Background: an optimization exercise with open tools, aiming at small area and few clock cycles per item. Do not read the settings as production practice. At most, simulation tests tie the RTL to the original design; equivalence was not proved.

==> module ufd_stage, before the edit <==
module ufd_stage (
	input  wire logic [ufd_pkg::RW-1:0] ws_i,
	input  wire logic [ufd_pkg::RW-1:0] wc_i,    
	input  wire logic [1:0]             n_i,     
	input  wire logic [31:0]            d,
	output logic [ufd_pkg::RW-1:0]      ws_o,
	output logic [ufd_pkg::RW-1:0]      wc_o,
	output logic [1:0]                  qp,      
	output logic [1:0]                  qn       
);
	localparam int unsigned YW = ufd_pkg::RW + 2;
	logic signed [6:0] est;
	logic signed [6:0] m2, m1, m0, mm1;
	logic          pos, neg, two;
	logic [YW-1:0] ys;
	logic [YW-1:0] yc;
	logic [YW-1:0] nmag;
	logic [YW-1:0] op;
	logic [YW-1:0] sum;
	logic [YW-1:0] cry;
	always_comb begin
		case (d[30:28])
			3'd0:    begin m2 = 7'sd12; mm1 = -7'sd13; end
			3'd1:    begin m2 = 7'sd14; mm1 = -7'sd15; end
			3'd2:    begin m2 = 7'sd15; mm1 = -7'sd16; end
			3'd3:    begin m2 = 7'sd16; mm1 = -7'sd17; end
			3'd4:    begin m2 = 7'sd18; mm1 = -7'sd19; end
			3'd5:    begin m2 = 7'sd19; mm1 = -7'sd20; end
			3'd6:    begin m2 = 7'sd20; mm1 = -7'sd21; end
			default: begin m2 = 7'sd22; mm1 = -7'sd23; end
		endcase
		m1 = d[30] ? 7'sd6 : 7'sd4;
		m0 = d[30] ? -7'sd7 : -7'sd5;
	end
	always_comb begin
		est = ws_i[ufd_pkg::RW-1 -: 7] + wc_i[ufd_pkg::RW-1 -: 7];
		pos = (est >= m1);
		neg = (est < m0);
		two = pos ? (est >= m2) : (est < mm1);
		qp  = {pos & two, pos & ~two};
		qn  = {neg & two, neg & ~two};
		ys  = {ws_i, n_i};
		yc  = {wc_i, 1'b0, pos};
		nmag = ~(two ? {{(YW-33){1'b0}}, d, 1'b0} : {{(YW-32){1'b0}}, d});
		for (int j = 0; j < YW; j++) begin
			op[j] = nmag[j] ? pos : neg;
		end
		sum = ys ^ yc ^ op;
		cry = (ys & yc) | (ys & op) | (yc & op);
		ws_o = sum[ufd_pkg::RW-1:0];
		wc_o = {cry[ufd_pkg::RW-2:0], 1'b0};
	end
endmodule
==> module unsigned_fractional_divider, before the edit <==
module unsigned_fractional_divider (
	input  wire logic                            clk,
	input  wire logic                            arst_n,
	input  wire logic                            in_valid,
	output logic                                 in_ready,
	input  wire logic [ufd_pkg::FIELD_WIDTH-1:0] in_dividend,
	input  wire logic [ufd_pkg::FIELD_WIDTH-1:0] in_divisor,
	output logic                                 out_valid,
	input  wire logic                            out_ready,
	output logic [ufd_pkg::QUOT_WIDTH-1:0]       out_quotient
);
	localparam int unsigned B  = ufd_pkg::BITS_PER_CLK;
	localparam int unsigned K  = B / 2;             
	localparam int unsigned RW = ufd_pkg::RW;
	logic [3:0]    cnt_q;      
	logic          done_q;     
	logic [RW-1:0] ws_q;
	logic [RW-1:0] wc_q;
	logic [30:0]   d_q;        
	logic [B:0]    nb_q;       
	logic [63:0]   q_q;        
	logic [B-1:0]  pp_q;       
	logic [B-1:0]  pn_q;       
	logic          held_q;     
	logic          corr_q;     
	logic          busy;
	logic          load;
	assign busy      = (cnt_q != 4'd0);
	assign in_ready  = ~busy & (~done_q | out_ready);
	assign load      = in_valid & in_ready;
	assign out_valid = done_q;
	logic        bz;
	logic        az;
	logic        quick;        
	logic [4:0]  s;
	logic [31:0] x16, x8, x4, x2, x1;
	logic [2:0]  p;            
	logic [3:0]  cnt_init;
	logic [31+B-1:0] y;        
	always_comb begin
		bz   = (in_divisor == 32'd0);
		az   = (in_dividend == 32'd0);
		quick = bz | az;
		s[4] = (in_divisor[31:16] == 16'd0);
		x16  = s[4] ? {in_divisor[15:0], 16'd0} : in_divisor;
		s[3] = (x16[31:24] == 8'd0);
		x8   = s[3] ? {x16[23:0], 8'd0} : x16;
		s[2] = (x8[31:28] == 4'd0);
		x4   = s[2] ? {x8[27:0], 4'd0} : x8;
		s[1] = (x4[31:30] == 2'd0);
		x2   = s[1] ? {x4[29:0], 2'd0} : x4;
		s[0] = ~x2[31];
		x1   = s[0] ? {x2[30:0], 1'b0} : x2;
		p        = '0;
		cnt_init = '0;
		for (int k = 0; k < 32; k++) begin
			if (s == 5'(k)) begin
				p        = 3'((B - ((34 + k) % B)) % B);
				cnt_init = 4'((34 + k + (B - ((34 + k) % B)) % B) / B);
			end
		end
		y        = {in_dividend, {(B-1){1'b0}}} >> p;
	end
	logic [RW-1:0] ws_s [K+1];
	logic [RW-1:0] wc_s [K+1];
	logic [B-1:0]  dp;         
	logic [B-1:0]  dn;         
	assign ws_s[0] = ws_q;
	assign wc_s[0] = wc_q;
	for (genvar i = 0; i < K; i++) begin : g_step
		ufd_stage u_step (
			.ws_i (ws_s[i]),
			.wc_i (wc_s[i]),
			.n_i  (nb_q[B-2*i -: 2]),
			.d    ({1'b1, d_q}),
			.ws_o (ws_s[i+1]),
			.wc_o (wc_s[i+1]),
			.qp   (dp[B-1-2*i -: 2]),
			.qn   (dn[B-1-2*i -: 2])
		);
	end
	logic [RW-1:0] rem;
	logic          rneg;
	logic          corr;
	logic [B+1:0]  lo;
	logic [63-B:0] tz;         
	logic [63:0]   q_n;
	always_comb begin
		rem   = ws_q + wc_q;
		rneg  = held_q ? corr_q : rem[RW-1];
		corr  = ~busy & rneg;
		lo    = {2'b00, pp_q} - {2'b00, pn_q} - {{(B+1){1'b0}}, corr};
		tz[0] = 1'b1;
		for (int i = 1; i <= 63 - B; i++) begin
			tz[i] = tz[i-1] & ~q_q[i-1];
		end
		q_n   = {q_q[63-B:0] ^ ({(64-B){lo[B+1]}} & tz), lo[B-1:0]};
	end
	assign out_quotient = q_n;
	always_ff @(posedge clk or negedge arst_n) begin
		if (!arst_n) begin
			cnt_q  <= 4'd0;
			done_q <= 1'b0;
		end else if (load) begin
			cnt_q  <= quick ? 4'd0 : cnt_init;
			done_q <= quick;
		end else if (busy) begin
			cnt_q  <= cnt_q - 4'd1;
			done_q <= (cnt_q == 4'd1);
		end else if (out_ready) begin
			done_q <= 1'b0;
		end
	end
	always_ff @(posedge clk) begin
		if (load) begin
			ws_q <= RW'(y[31+B-1:B+1]);
			wc_q <= '0;
			nb_q <= y[B:0];
		end else begin
			ws_q <= ws_s[K];
			wc_q <= wc_s[K];
			nb_q <= {nb_q[0], {B{1'b0}}};
		end
		held_q <= done_q & ~out_ready;
		corr_q <= rneg;
	end
	always_ff @(posedge clk) begin
		if (load) begin
			d_q  <= x1[30:0];
			q_q  <= '0;
			pp_q <= '0;
			pn_q <= {{(B-1){1'b0}}, bz};
		end else if (busy) begin
			q_q  <= q_n;
			pp_q <= dp;
			pn_q <= dn;
		end
	end
endmodule
==> flow/config.mk <==
export PLATFORM = sky130hd
export DESIGN_NAME = unsigned_fractional_divider
export DESIGN_NICKNAME = unsigned_fractional_divider
export VERILOG_FILES = /design/flow/design.v
export SDC_FILE = /design/flow/constraint.sdc
export NUM_CORES = 4
export LEC_CHECK = 0
export ABC_AREA = 1
export CAP_MARGIN = 20
export CORE_MARGIN = 2
export CORE_UTILIZATION = 40
export SLEW_MARGIN = 20
==> flow/constraint.sdc <==
create_clock -name core_clock -period 10.0 [get_ports {clk}]
set_input_delay 2.0000 -clock core_clock [delete_from_list [all_inputs] [get_ports {clk}]]
set_output_delay 2.0000 -clock core_clock [all_outputs]
set_load 0.01 [all_outputs]
standard.sh (not shown) runs the stock make flow with config.mk's settings and CLKGATE_MAP_FILE= SYNTH_SCRIPT=/design/flow/synth_recipe.tcl, a recipe that flattens the netlist after the stock synthesis.
==> flow/flow/run.sh <==
#!/bin/bash
# Standard layout, with the port buffers made from the smallest buffer cell.
set -o pipefail
export BUFFER_PORTS_ARGS="-buffer_cell sky130_fd_sc_hd__buf_1"
bash standard.sh finish > standard.log 2>&1
Testbench counts at the start, summed over its fixed seeds: cycles 60,775, items 8,000.
Rerun with:
--- a/flow/design.v
+++ b/flow/design.v
@@ -24,9 +24,10 @@
 	logic signed [6:0] m2, m1, m0, mm1;
 	logic          pos, neg, two;
 	logic [YW-1:0] ys;
 	logic [YW-1:0] yc;
-	logic [YW-1:0] nmag;
+	logic [YW-1:0] mag;
+	logic          one;
 	logic [YW-1:0] op;
 	logic [YW-1:0] sum;
 	logic [YW-1:0] cry;
 	always_comb begin
@@ -51,12 +52,11 @@
 		qp  = {pos & two, pos & ~two};
 		qn  = {neg & two, neg & ~two};
 		ys  = {ws_i, n_i};
 		yc  = {wc_i, 1'b0, pos};
-		nmag = ~(two ? {{(YW-33){1'b0}}, d, 1'b0} : {{(YW-32){1'b0}}, d});
-		for (int j = 0; j < YW; j++) begin
-			op[j] = nmag[j] ? pos : neg;
-		end
+		one = (pos | neg) & ~two;
+		mag = ({YW{one}} & {{(YW-32){1'b0}}, d}) | ({YW{two & (pos | neg)}} & {{(YW-33){1'b0}}, d, 1'b0});
+		op  = mag ^ {YW{pos}};
 		sum = ys ^ yc ^ op;
 		cry = (ys & yc) | (ys & op) | (yc & op);
 		ws_o = sum[ufd_pkg::RW-1:0];
 		wc_o = {cry[ufd_pkg::RW-2:0], 1'b0};
@@ -97,19 +97,15 @@
 	assign in_ready  = ~busy & (~done_q | out_ready);
 	assign load      = in_valid & in_ready;
 	assign out_valid = done_q;
 	logic        bz;
-	logic        az;
-	logic        quick;        
 	logic [4:0]  s;
 	logic [31:0] x16, x8, x4, x2, x1;
 	logic [2:0]  p;            
 	logic [3:0]  cnt_init;
 	logic [31+B-1:0] y;        
 	always_comb begin
 		bz   = (in_divisor == 32'd0);
-		az   = (in_dividend == 32'd0);
-		quick = bz | az;
 		s[4] = (in_divisor[31:16] == 16'd0);
 		x16  = s[4] ? {in_divisor[15:0], 16'd0} : in_divisor;
 		s[3] = (x16[31:24] == 8'd0);
 		x8   = s[3] ? {x16[23:0], 8'd0} : x16;
@@ -146,17 +142,20 @@
 			.qp   (dp[B-1-2*i -: 2]),
 			.qn   (dn[B-1-2*i -: 2])
 		);
 	end
-	logic [RW-1:0] rem;
+	logic [RW-1:0] rc;         
 	logic          rneg;
 	logic          corr;
 	logic [B+1:0]  lo;
 	logic [63-B:0] tz;         
 	logic [63:0]   q_n;
 	always_comb begin
-		rem   = ws_q + wc_q;
-		rneg  = held_q ? corr_q : rem[RW-1];
+		rc[0] = 1'b0;
+		for (int i = 1; i < RW; i++) begin
+			rc[i] = (ws_q[i-1] & wc_q[i-1]) | (rc[i-1] & (ws_q[i-1] | wc_q[i-1]));
+		end
+		rneg  = held_q ? corr_q : (ws_q[RW-1] ^ wc_q[RW-1] ^ rc[RW-1]);
 		corr  = ~busy & rneg;
 		lo    = {2'b00, pp_q} - {2'b00, pn_q} - {{(B+1){1'b0}}, corr};
 		tz[0] = 1'b1;
 		for (int i = 1; i <= 63 - B; i++) begin
@@ -169,10 +168,10 @@
 		if (!arst_n) begin
 			cnt_q  <= 4'd0;
 			done_q <= 1'b0;
 		end else if (load) begin
-			cnt_q  <= quick ? 4'd0 : cnt_init;
-			done_q <= quick;
+			cnt_q  <= bz ? 4'd0 : cnt_init;
+			done_q <= bz;
 		end else if (busy) begin
 			cnt_q  <= cnt_q - 4'd1;
 			done_q <= (cnt_q == 4'd1);
 		end else if (out_ready) begin
@@ -194,11 +193,11 @@
 	end
 	always_ff @(posedge clk) begin
 		if (load) begin
 			d_q  <= x1[30:0];
-			q_q  <= '0;
-			pp_q <= '0;
-			pn_q <= {{(B-1){1'b0}}, bz};
+			q_q  <= {64{bz}};
+			pp_q <= {B{bz}};
+			pn_q <= '0;
 		end else if (busy) begin
 			q_q  <= q_n;
 			pp_q <= dp;
 			pn_q <= dn;
Result:
- Now the flow completed and failed the layout checks on setup timing
- sequential cell count does not change
- critical path depth is higher by 9
- final cell count is lower by 3.6%
- count of clock-buffer cells in the layout is lower by 4
- die area is higher by 1.0%
- global-route usage is lower by 0.77 points
- synthesized area is higher by 1.1%
The RTL of the second run of this note was laid out without a check of its function.

[what the ideal ports hide]
No port has a modelled driver above. Below, the same layouts with a new extraction and two added sets of constraints.
Step 1 assumes that a clkbuf_16 drives the clock port and a buf_2 every other input.
Step 2 also shifts input and output timing later by t, the mid clock arrival at the registers, as if the neighbouring blocks saw the same clock.
a / b / c = no drivers / after step 1 / after step 2; a / b = the first two.
run	t, ns	setup WS [ns]	worst setup path at the end
the first run	0.502	0.514 / 0.514 / 0.514	register to register
the second run	0.508	-0.322 / -0.322 / -0.322	register to register
